Background: an optimization exercise with open tools, aiming at small area, a short achievable clock period and few clock cycles per item. Do not read the settings as production practice. Function not checked in this run: the RTL went through the layout flow alone. Power is estimated from default activity; no workload was simulated.

File: flow/config.mk
export PLATFORM = sky130hd
export DESIGN_NAME = bimodal_branch_predictor_unit
export DESIGN_NICKNAME = bimodal_branch_predictor_unit
export VERILOG_FILES = /design/flow/design.v
export SDC_FILE = /design/flow/constraint.sdc
export NUM_CORES = 4
export LEC_CHECK = 0
export CAP_MARGIN = 20
export CORE_MARGIN = 2
export CORE_UTILIZATION = 50
export PLACE_DENSITY = 0.6
export SLEW_MARGIN = 20
File: flow/constraint.sdc
create_clock -name core_clock -period 5.0 [get_ports {clock}]
set_input_delay 1.0000 -clock core_clock [delete_from_list [all_inputs] [get_ports {clock}]]
set_output_delay 1.0000 -clock core_clock [all_outputs]
set_load 0.01 [all_outputs]
File: flow/design.v
package bbp_pkg;
   localparam int MAX_INDEX_BITS_DEFAULT = 10;
   localparam int COUNT_WIDTH_DEFAULT    = 32;
   localparam int ADDR_WIDTH  = 32;
   localparam int FIELD_WIDTH = 32;
   localparam int INDEX_REG_WIDTH = 4;
   localparam int EFF_WIDTH   = 5;
   typedef logic [ADDR_WIDTH-1:0]      addr_type;
   typedef logic [FIELD_WIDTH-1:0]     field_type;
   typedef logic [INDEX_REG_WIDTH-1:0] index_reg_type;
   typedef logic [EFF_WIDTH-1:0]       eff_bits_type;
   typedef logic [1:0]                 ctr_type;
   localparam index_reg_type INDEX_BITS_RESET = index_reg_type'(12);
   localparam ctr_type CTR_MIN = 2'd0;
   localparam ctr_type CTR_MAX = 2'd3;
   typedef struct packed {
      logic fire;
      logic predicted;
      logic taken;
   } outcome_type;
endpackage
module bbp_counter_ram #(
   parameter int ADDR_BITS = bbp_pkg::MAX_INDEX_BITS_DEFAULT
) (
   input  logic             clock,
   input  logic             rd_en,
   input  logic [ADDR_BITS-1:0] rd_addr,
   output bbp_pkg::ctr_type rd_data,
   input  logic             wr_en,
   input  logic [ADDR_BITS-1:0] wr_addr,
   input  bbp_pkg::ctr_type wr_data
);
   localparam int DEPTH = 1 << ADDR_BITS;
   bbp_pkg::ctr_type mem [DEPTH];
   bbp_pkg::ctr_type rd_data_ff;
   always_ff @(posedge clock) begin
      if (wr_en) begin
         mem[wr_addr] <= wr_data;
      end
   end
   always_ff @(posedge clock) begin
      if (rd_en) begin
         rd_data_ff <= mem[rd_addr];
      end
   end
   assign rd_data = rd_data_ff;
endmodule
module bbp_stats #(
   parameter int COUNT_WIDTH = bbp_pkg::COUNT_WIDTH_DEFAULT
) (
   input  logic                   clock,
   input  logic                   reset,
   input  bbp_pkg::outcome_type   outcome,
   output logic [COUNT_WIDTH-1:0] branch_tally,
   output logic [COUNT_WIDTH-1:0] hit_taken_tally,
   output logic [COUNT_WIDTH-1:0] miss_taken_tally,
   output logic [COUNT_WIDTH-1:0] hit_not_taken_tally,
   output logic [COUNT_WIDTH-1:0] miss_not_taken_tally
);
   localparam logic [COUNT_WIDTH-1:0] COUNT_FULL = '1;
   localparam logic [COUNT_WIDTH-1:0] COUNT_ONE  = COUNT_WIDTH'(1);
   logic [COUNT_WIDTH-1:0] branch_ff, branch_in;
   logic [COUNT_WIDTH-1:0] hit_t_ff, hit_t_in;
   logic [COUNT_WIDTH-1:0] miss_t_ff, miss_t_in;
   logic [COUNT_WIDTH-1:0] hit_nt_ff, hit_nt_in;
   logic [COUNT_WIDTH-1:0] miss_nt_ff, miss_nt_in;
   function automatic logic [COUNT_WIDTH-1:0] sat_inc(input logic [COUNT_WIDTH-1:0] v);
      sat_inc = (v == COUNT_FULL) ? v : v + COUNT_ONE;
   endfunction
   always_comb begin
      branch_in  = branch_ff;
      hit_t_in   = hit_t_ff;
      miss_t_in  = miss_t_ff;
      hit_nt_in  = hit_nt_ff;
      miss_nt_in = miss_nt_ff;
      if (outcome.fire) begin
         branch_in = sat_inc(branch_ff);
         unique case ({outcome.predicted, outcome.taken})
            2'b11: hit_t_in   = sat_inc(hit_t_ff);
            2'b10: miss_t_in  = sat_inc(miss_t_ff);
            2'b01: miss_nt_in = sat_inc(miss_nt_ff);
            2'b00: hit_nt_in  = sat_inc(hit_nt_ff);
            default: branch_in = branch_ff;
         endcase
      end
   end
   always_ff @(posedge clock) begin
      if (reset) begin
         branch_ff  <= '0;
         hit_t_ff   <= '0;
         miss_t_ff  <= '0;
         hit_nt_ff  <= '0;
         miss_nt_ff <= '0;
      end else begin
         branch_ff  <= branch_in;
         hit_t_ff   <= hit_t_in;
         miss_t_ff  <= miss_t_in;
         hit_nt_ff  <= hit_nt_in;
         miss_nt_ff <= miss_nt_in;
      end
   end
   assign branch_tally         = branch_ff;
   assign hit_taken_tally      = hit_t_ff;
   assign miss_taken_tally     = miss_t_ff;
   assign hit_not_taken_tally  = hit_nt_ff;
   assign miss_not_taken_tally = miss_nt_ff;
endmodule
module bimodal_branch_predictor_unit #(
   parameter int MAX_INDEX_BITS = bbp_pkg::MAX_INDEX_BITS_DEFAULT,
   parameter int COUNT_WIDTH    = bbp_pkg::COUNT_WIDTH_DEFAULT
) (
   input  logic                   clock,
   input  logic                   reset,
   input  logic                   req_valid,
   output logic                   req_ready,
   input  bbp_pkg::addr_type      req_branch_address,
   input  logic                   req_taken,
   output logic                   rsp_valid,
   input  logic                   rsp_ready,
   output logic                   rsp_predicted_taken,
   output logic                   rsp_prediction_correct,
   output bbp_pkg::field_type     rsp_total_branches,
   output bbp_pkg::field_type     rsp_right_taken_count,
   output bbp_pkg::field_type     rsp_wrong_taken_count,
   output bbp_pkg::field_type     rsp_right_not_taken_count,
   output bbp_pkg::field_type     rsp_wrong_not_taken_count,
   input  logic                   csr_write_enable,
   input  bbp_pkg::index_reg_type csr_write_data
);
   typedef logic [MAX_INDEX_BITS-1:0] idx_type;
   localparam bbp_pkg::eff_bits_type EFF_MAX = bbp_pkg::eff_bits_type'(MAX_INDEX_BITS);
   localparam bbp_pkg::eff_bits_type EFF_MIN = bbp_pkg::eff_bits_type'(1);
   bbp_pkg::index_reg_type index_bits_ff;
   logic [MAX_INDEX_BITS:0] clr_ptr_ff;
   logic clearing;
   logic    s1_valid_ff;
   idx_type s1_idx_ff;
   logic    s1_taken_ff;
   logic    s1_fwd_ff;
   bbp_pkg::ctr_type s1_fwd_val_ff;
   logic rsp_valid_ff;
   logic rsp_pred_ff;
   logic rsp_correct_ff;
   bbp_pkg::eff_bits_type eff_bits;
   idx_type      mask;
   idx_type      req_idx;
   logic         out_free;
   logic         s1_fire;
   logic         accept;
   logic         fwd_in;
   bbp_pkg::ctr_type      rd_data;
   bbp_pkg::ctr_type      ctr_now;
   bbp_pkg::ctr_type      ctr_next;
   logic         pred;
   logic         wr_en;
   idx_type      wr_addr;
   bbp_pkg::ctr_type      wr_data;
   bbp_pkg::outcome_type  outcome;
   logic [COUNT_WIDTH-1:0] branch_tally;
   logic [COUNT_WIDTH-1:0] hit_taken_tally;
   logic [COUNT_WIDTH-1:0] miss_taken_tally;
   logic [COUNT_WIDTH-1:0] hit_not_taken_tally;
   logic [COUNT_WIDTH-1:0] miss_not_taken_tally;
   assign clearing = !clr_ptr_ff[MAX_INDEX_BITS];
   always_comb begin
      priority if (index_bits_ff == '0) begin
         eff_bits = EFF_MIN;
      end else if (bbp_pkg::eff_bits_type'(index_bits_ff) > EFF_MAX) begin
         eff_bits = EFF_MAX;
      end else begin
         eff_bits = bbp_pkg::eff_bits_type'(index_bits_ff);
      end
   end
   always_comb begin
      for (int i = 0; i < MAX_INDEX_BITS; i++) begin
         mask[i] = (bbp_pkg::eff_bits_type'(i) < eff_bits);
      end
   end
   assign req_idx  = req_branch_address[MAX_INDEX_BITS-1:0] & mask;
   assign out_free = !rsp_valid_ff || rsp_ready;
   assign s1_fire  = s1_valid_ff && out_free;
   assign req_ready = !clearing && (!s1_valid_ff || out_free);
   assign accept   = req_valid && req_ready;
   assign fwd_in   = s1_fire && (s1_idx_ff == req_idx);
   assign ctr_now = s1_fwd_ff ? s1_fwd_val_ff : rd_data;
   assign pred    = ctr_now[1];
   always_comb begin
      if (s1_taken_ff) begin
         ctr_next = (ctr_now == bbp_pkg::CTR_MAX) ? ctr_now : ctr_now + 2'd1;
      end else begin
         ctr_next = (ctr_now == bbp_pkg::CTR_MIN) ? ctr_now : ctr_now - 2'd1;
      end
   end
   assign wr_en   = clearing || s1_fire;
   assign wr_addr = clearing ? clr_ptr_ff[MAX_INDEX_BITS-1:0] : s1_idx_ff;
   assign wr_data = clearing ? bbp_pkg::CTR_MIN : ctr_next;
   bbp_counter_ram #(
      .ADDR_BITS(MAX_INDEX_BITS)
   ) u_ram (
      .clock   (clock),
      .rd_en   (accept),
      .rd_addr (req_idx),
      .rd_data (rd_data),
      .wr_en   (wr_en),
      .wr_addr (wr_addr),
      .wr_data (wr_data)
   );
   assign outcome.fire      = s1_fire;
   assign outcome.predicted = pred;
   assign outcome.taken     = s1_taken_ff;
   bbp_stats #(
      .COUNT_WIDTH(COUNT_WIDTH)
   ) u_stats (
      .clock                (clock),
      .reset                (reset),
      .outcome              (outcome),
      .branch_tally         (branch_tally),
      .hit_taken_tally      (hit_taken_tally),
      .miss_taken_tally     (miss_taken_tally),
      .hit_not_taken_tally  (hit_not_taken_tally),
      .miss_not_taken_tally (miss_not_taken_tally)
   );
   always_ff @(posedge clock) begin
      if (reset) begin
         index_bits_ff <= bbp_pkg::INDEX_BITS_RESET;
         clr_ptr_ff    <= '0;
         s1_valid_ff   <= 1'b0;
         rsp_valid_ff  <= 1'b0;
      end else begin
         if (csr_write_enable) begin
            index_bits_ff <= csr_write_data;
         end
         if (clearing) begin
            clr_ptr_ff <= clr_ptr_ff + 1'b1;
         end
         if (accept) begin
            s1_valid_ff <= 1'b1;
         end else if (s1_fire) begin
            s1_valid_ff <= 1'b0;
         end
         if (s1_fire) begin
            rsp_valid_ff <= 1'b1;
         end else if (rsp_ready) begin
            rsp_valid_ff <= 1'b0;
         end
      end
   end
   always_ff @(posedge clock) begin
      if (accept) begin
         s1_idx_ff     <= req_idx;
         s1_taken_ff   <= req_taken;
         s1_fwd_ff     <= fwd_in;
         s1_fwd_val_ff <= ctr_next;
      end
      if (s1_fire) begin
         rsp_pred_ff    <= pred;
         rsp_correct_ff <= (pred == s1_taken_ff);
      end
   end
   assign rsp_valid                 = rsp_valid_ff;
   assign rsp_predicted_taken       = rsp_pred_ff;
   assign rsp_prediction_correct    = rsp_correct_ff;
   assign rsp_total_branches        = branch_tally;
   assign rsp_right_taken_count     = hit_taken_tally;
   assign rsp_wrong_taken_count     = miss_taken_tally;
   assign rsp_right_not_taken_count = hit_not_taken_tally;
   assign rsp_wrong_not_taken_count = miss_not_taken_tally;
endmodule
File: flow/run.sh
#!/bin/bash
# synth_recipe.tcl (not shown) runs the flow's synth.tcl, then flattens the netlist and writes it again
# the make line also repeats each setting of config.mk as NAME=value (left out here)
make -C /OpenROAD-flow-scripts/flow DESIGN_CONFIG=/design/flow/config.mk WORK_HOME=/design/flow/orfs CLKGATE_MAP_FILE= SYNTH_SCRIPT=/design/flow/synth_recipe.tcl finish
==> metrics.md <==
| Metric | Value |
|---|---|
| Synth Register Bits | 2,243 |
| Slew Limit Fails | 0 |
| Die area | 189,000 sq um |
| Final setup violation count | 0 |
| Core Area | 185,000 sq um |
| Clock Root Buffer | clkbuf_16 |
| Die Ht | 435 um |
| VDD IR max | 340 uV |
| Number of CTS-inserted buffers | 223 |
| Drt pass-1 iters | 6 |
| Post-DP HPWL | 185 mm |
| Worst Hold End | u_stats.branch_ff[13] |
| Number of top-level pins | 206 |
| Post-CTS Resized | 0 |
| Die Wd | 435 um |
| DR WL/cell | 31.7 um |
| Relative slew slack | 0.195 |
| Final Non-Filler Cells | 9,354 |
| FMAX | 0.214 GHz |
| DRC viols | 0 |
| CTS tree | done |
| Layout cell share with drive strength beyond 1 | 0.174 |
| HP Start | u_stats.branch_ff[13] |
| WP data required | 5.59 ns |
| Post-CTS Setup Inserts | 0 |
| WL final | 296 mm |
| Worst-Skew Late Latency | 0.89 ns |
| RSZ-0062 raised after global routing | no |
| Reg2reg end | u_ram.rd_data_ff[0] |
| Netlist Area Pre-Place | 92,700 sq um |
| Fin crit share | 0.934 |
| Hold depth | 2 |
| Vias in the first global route | 57,200 |
| Met1 usage | 0.436 |
| Initial antenna violation count | 12 |
| Syn_nets | 6,346 |
| Synth warnings | 3 |
| Placed insts | 8,927 |
| WP data arrival | 5.26 ns |
| RR Startpoint | index_bits_ff[2] |
| I/O Buffers | 183 |
| CP Capture Type | flop |
| Power Density | 363 nW/um^2 |
| WS Path Type | flop to flop |
| Hold Path Class | flop to flop |
| Rows | 158 |
| Worst slew pin tran | 1.21 ns |
| Synth async-reset ratio | 0 |
| Hold Buf Count CTS | 0 |
| Grt met2 use | 0.477 |
| GRT Total Usage | 0.313 |
| Final Hold Fails | 0 |
| Adder-cell share of the synthesized area | 0.00189 |
| Final Power | 38.9 mW |
| Main combinational cell family by area after synthesis | simple AND/OR/NAND/NOR gates |
| Reg2Reg Setup Slack | 0.33 ns |
| Post-Synth Simple-Gate Area | 0.105 |
| Seq/Total Area, Yosys | 0.707 |
| Post-Syn Instances | 6,290 |
| Register-to-Register Path Depth | 9 |
| Clock Sinks | 2,243 |
| Crit path time final | 4.67 ns |
| Dominant synthesized flop cell | edfxtp_1 |
| Post-Synth XOR/XNOR Area | 0.0151 |
| CTS clk-pin slew, worst paths | 0.06 ns |
| Routing usage on met3 | 0.0702 |
| EDFF count, synth | 2,066 |
| Initial Util | 0.502 |
| Leakage | 34.8 nW |
| Maximum fanout along the worst path | 19 |
| Area growth from synthesis to layout | 15.5% |
| Global route hottest layer | met2 |
| Max-Cap Viols | 0 |
| Vias | 59,500 |
| DR iter-0 viols | 8,379 |
| GRT Residual Overflow | 0 |
| Nets | 6,728 |
| Compound-gate portion of the synthesized area | 0.0423 |
| Max H-tree Level | 4 |
| Clock skew | 0.0305 ns |
| Routed vias/inst | 6.36 |
| Status | finished clean |
| Gpl congestion | 0.920 |
| Worst setup SP type | flop |
| Synth unique cells | 86 |
| Clock Tree Buf Depth | 3 |
| First-pass GRT wire length | 418 mm |
| Post-synthesis mux area share | 0.102 |
| Largest net degree at the start of global routing | 148 |
| Avg Cell Area, Syn | 14.7 sq um |
| Fillers | 14,700 |
| Post-route ant nets | 0 |
| Setup TNS | 0 ns |
## worst max-delay path: stages, from the launching register on
cell,delay (ns)
dfxtp_1,0.60
o21a_1,0.27
o21ai_4,0.78
inv_1,0.60
nand3_1,0.47
o22ai_1,0.11
or4_1,0.64
o311ai_1,0.18
a32oi_1,0.17
a211oi_1,0.54
## report_power, final
part	leakage, nW	internal, mW	total (mW)	switching (mW)
clock	3.44	9.13	16.4	7.28
sequential	21.1	20.2	20.2	0.0125
combinational	10.3	0.810	2.30	1.49
## per-stage QoR
stage | area (sq um) | hold WS (ns) | util | worst slack [ns]
floorplan | 92700 | 0.482 | - | -0.712
global placement | 100000 | 0.470 | 0.541 | -0.0503
detailed placement | 100000 | 0.499 | 0.541 | -0.0828
CTS | 107000 | 0.512 | 0.579 | 0.418
global route | 107000 | 0.537 | 0.579 | 0.314
finish | 107000 | 0.505 | 0.579 | 0.331
## per-layer routing
layer | share of wire | vias up
met2 | 0.45 | 3652
li1 | - | 24600
met1 | 0.39 | 30500
met4 | 0.048 | 6
met3 | 0.11 | 694
met5 | 0.00025 | -
## layout make-up
class                      count  area (sq um)  share of cell area
multi-input combinational   3551         25000               0.234
sequential                  2243         65600               0.612
inverter                      41           191             0.00179
antenna                        9          22.5            0.000210
clock inverter               127          1160              0.0109
clock buffer                 291          5890              0.0550
tap                         2480          3100              0.0290
timing repair buffer         612          6120              0.0571
## worst max-delay path by stage
stage / startpoint / endpoint / cells past startpoint
after global routing: index_bits_ff[2] / u_ram.rd_data_ff[0] / 11
after detailed placement: req_branch_address[3] / u_ram.rd_data_ff[0] / 14
after global placement: req_branch_address[4] / u_ram.rd_data_ff[0] / 12
after floorplan: s1_fwd_ff / u_ram.mem[0][0] / 3
final: index_bits_ff[2] / u_ram.rd_data_ff[0] / 9
after CTS: index_bits_ff[2] / u_ram.rd_data_ff[0] / 9
## logic make-up (layout without fill, tap and decap cells)
family | Yosys count | count (layout)
buffers and inverters | 496 | 1071
AO/OA/AOI/OAI | 564 | 564
multiplexers | 495 | 495
other | 0 | 9
flip-flops | 2243 | 2243
AND/OR/NAND/NOR | 2318 | 2318
adder cells (fa/ha/maj) | 14 | 14
XOR/XNOR | 160 | 160
## cells in the final DEF, fill, tap and decap left out, types with 84 or more instances in the layout
| cell type | n |
|---|---|
| buf_4 | 345 |
| dfxtp_1 | 176 |
| edfxtp_1 | 2066 |
| clkbuf_16 | 223 |
| nand3_1 | 169 |
| buf_12 | 84 |
| clkdlybuf4s50_1 | 180 |
| nand2_1 | 493 |
| xor2_1 | 104 |
| mux4_2 | 362 |
| nor2_1 | 1298 |
| mux2i_1 | 126 |
| nand4_1 | 87 |
| a21oi_1 | 128 |
## Yosys cell counts, drive strengths merged, types with 14 or more instances
cell type,number,area (sq um)
xnor2,56,490
dfxtp,177,3540
clkbuf,267,1000
o21ai,67,335
nor2b,15,93.8
buf,188,1200
a31oi,30,194
xor2,104,911
o22ai,50,313
a21oi,131,667
edfxtp,2066,62000
nor4,32,213
a2111oi,23,201
a32oi,18,158
nor3,53,265
a211oi,23,173
a22oi,69,518
mux2i,126,1260
mux4,362,8150
and3,35,219
nand3,178,891
and4,22,193
and2,19,119
inv,38,148
ha,14,175
nand4,87,544
o211ai,26,195
or3,20,125
nor2,1303,4900
nand2,523,1970
## flip-flops by register name, indices dropped and copies added (netlist names)
| signal | flops |
|---|---|
| u_stats.hit_nt_ff | 32 |
| u_stats.miss_t_ff | 32 |
| rsp_valid_ff | 1 |
| u_ram.rd_data_ff | 2 |
| s1_fwd_ff | 1 |
| clr_ptr_ff | 11 |
| u_stats.miss_nt_ff | 32 |
| u_stats.hit_t_ff | 32 |
| s1_fwd_val_ff | 2 |
| s1_valid_ff | 1 |
| u_ram.mem | 2048 |
| rsp_pred_ff | 1 |
| u_stats.branch_ff | 32 |
| rsp_correct_ff | 1 |
| index_bits_ff | 4 |
| s1_taken_ff | 1 |
| s1_idx_ff | 10 |

re-timing with driven ports:
The flow's constraints put no driver on any port. The routed layout listed below was extracted and timed again, unchanged, in two steps.
Step 1 sets driving cells, clkbuf_16 on the clock port and buf_2 on the other inputs (assumed; they add their load-dependent delay and slew).
Step 2 times the ports against the registers' clock, not the clock port: input delays grow and output delays shrink by t, the midpoint of the rising clock arrivals with the driver on.
Three values: ideal ports, drivers, drivers and shift; two values: the first two.
t, ns: 0.956
setup slack, ns: 0.331 / 0.331 / -0.212
worst setup path at the end: input to register
With both steps, setup timing fails in this run, where it was met with ideal ports. For this run, drivers alone change the setup slack by 0.000 ns; drivers and shift together by -0.543 ns.
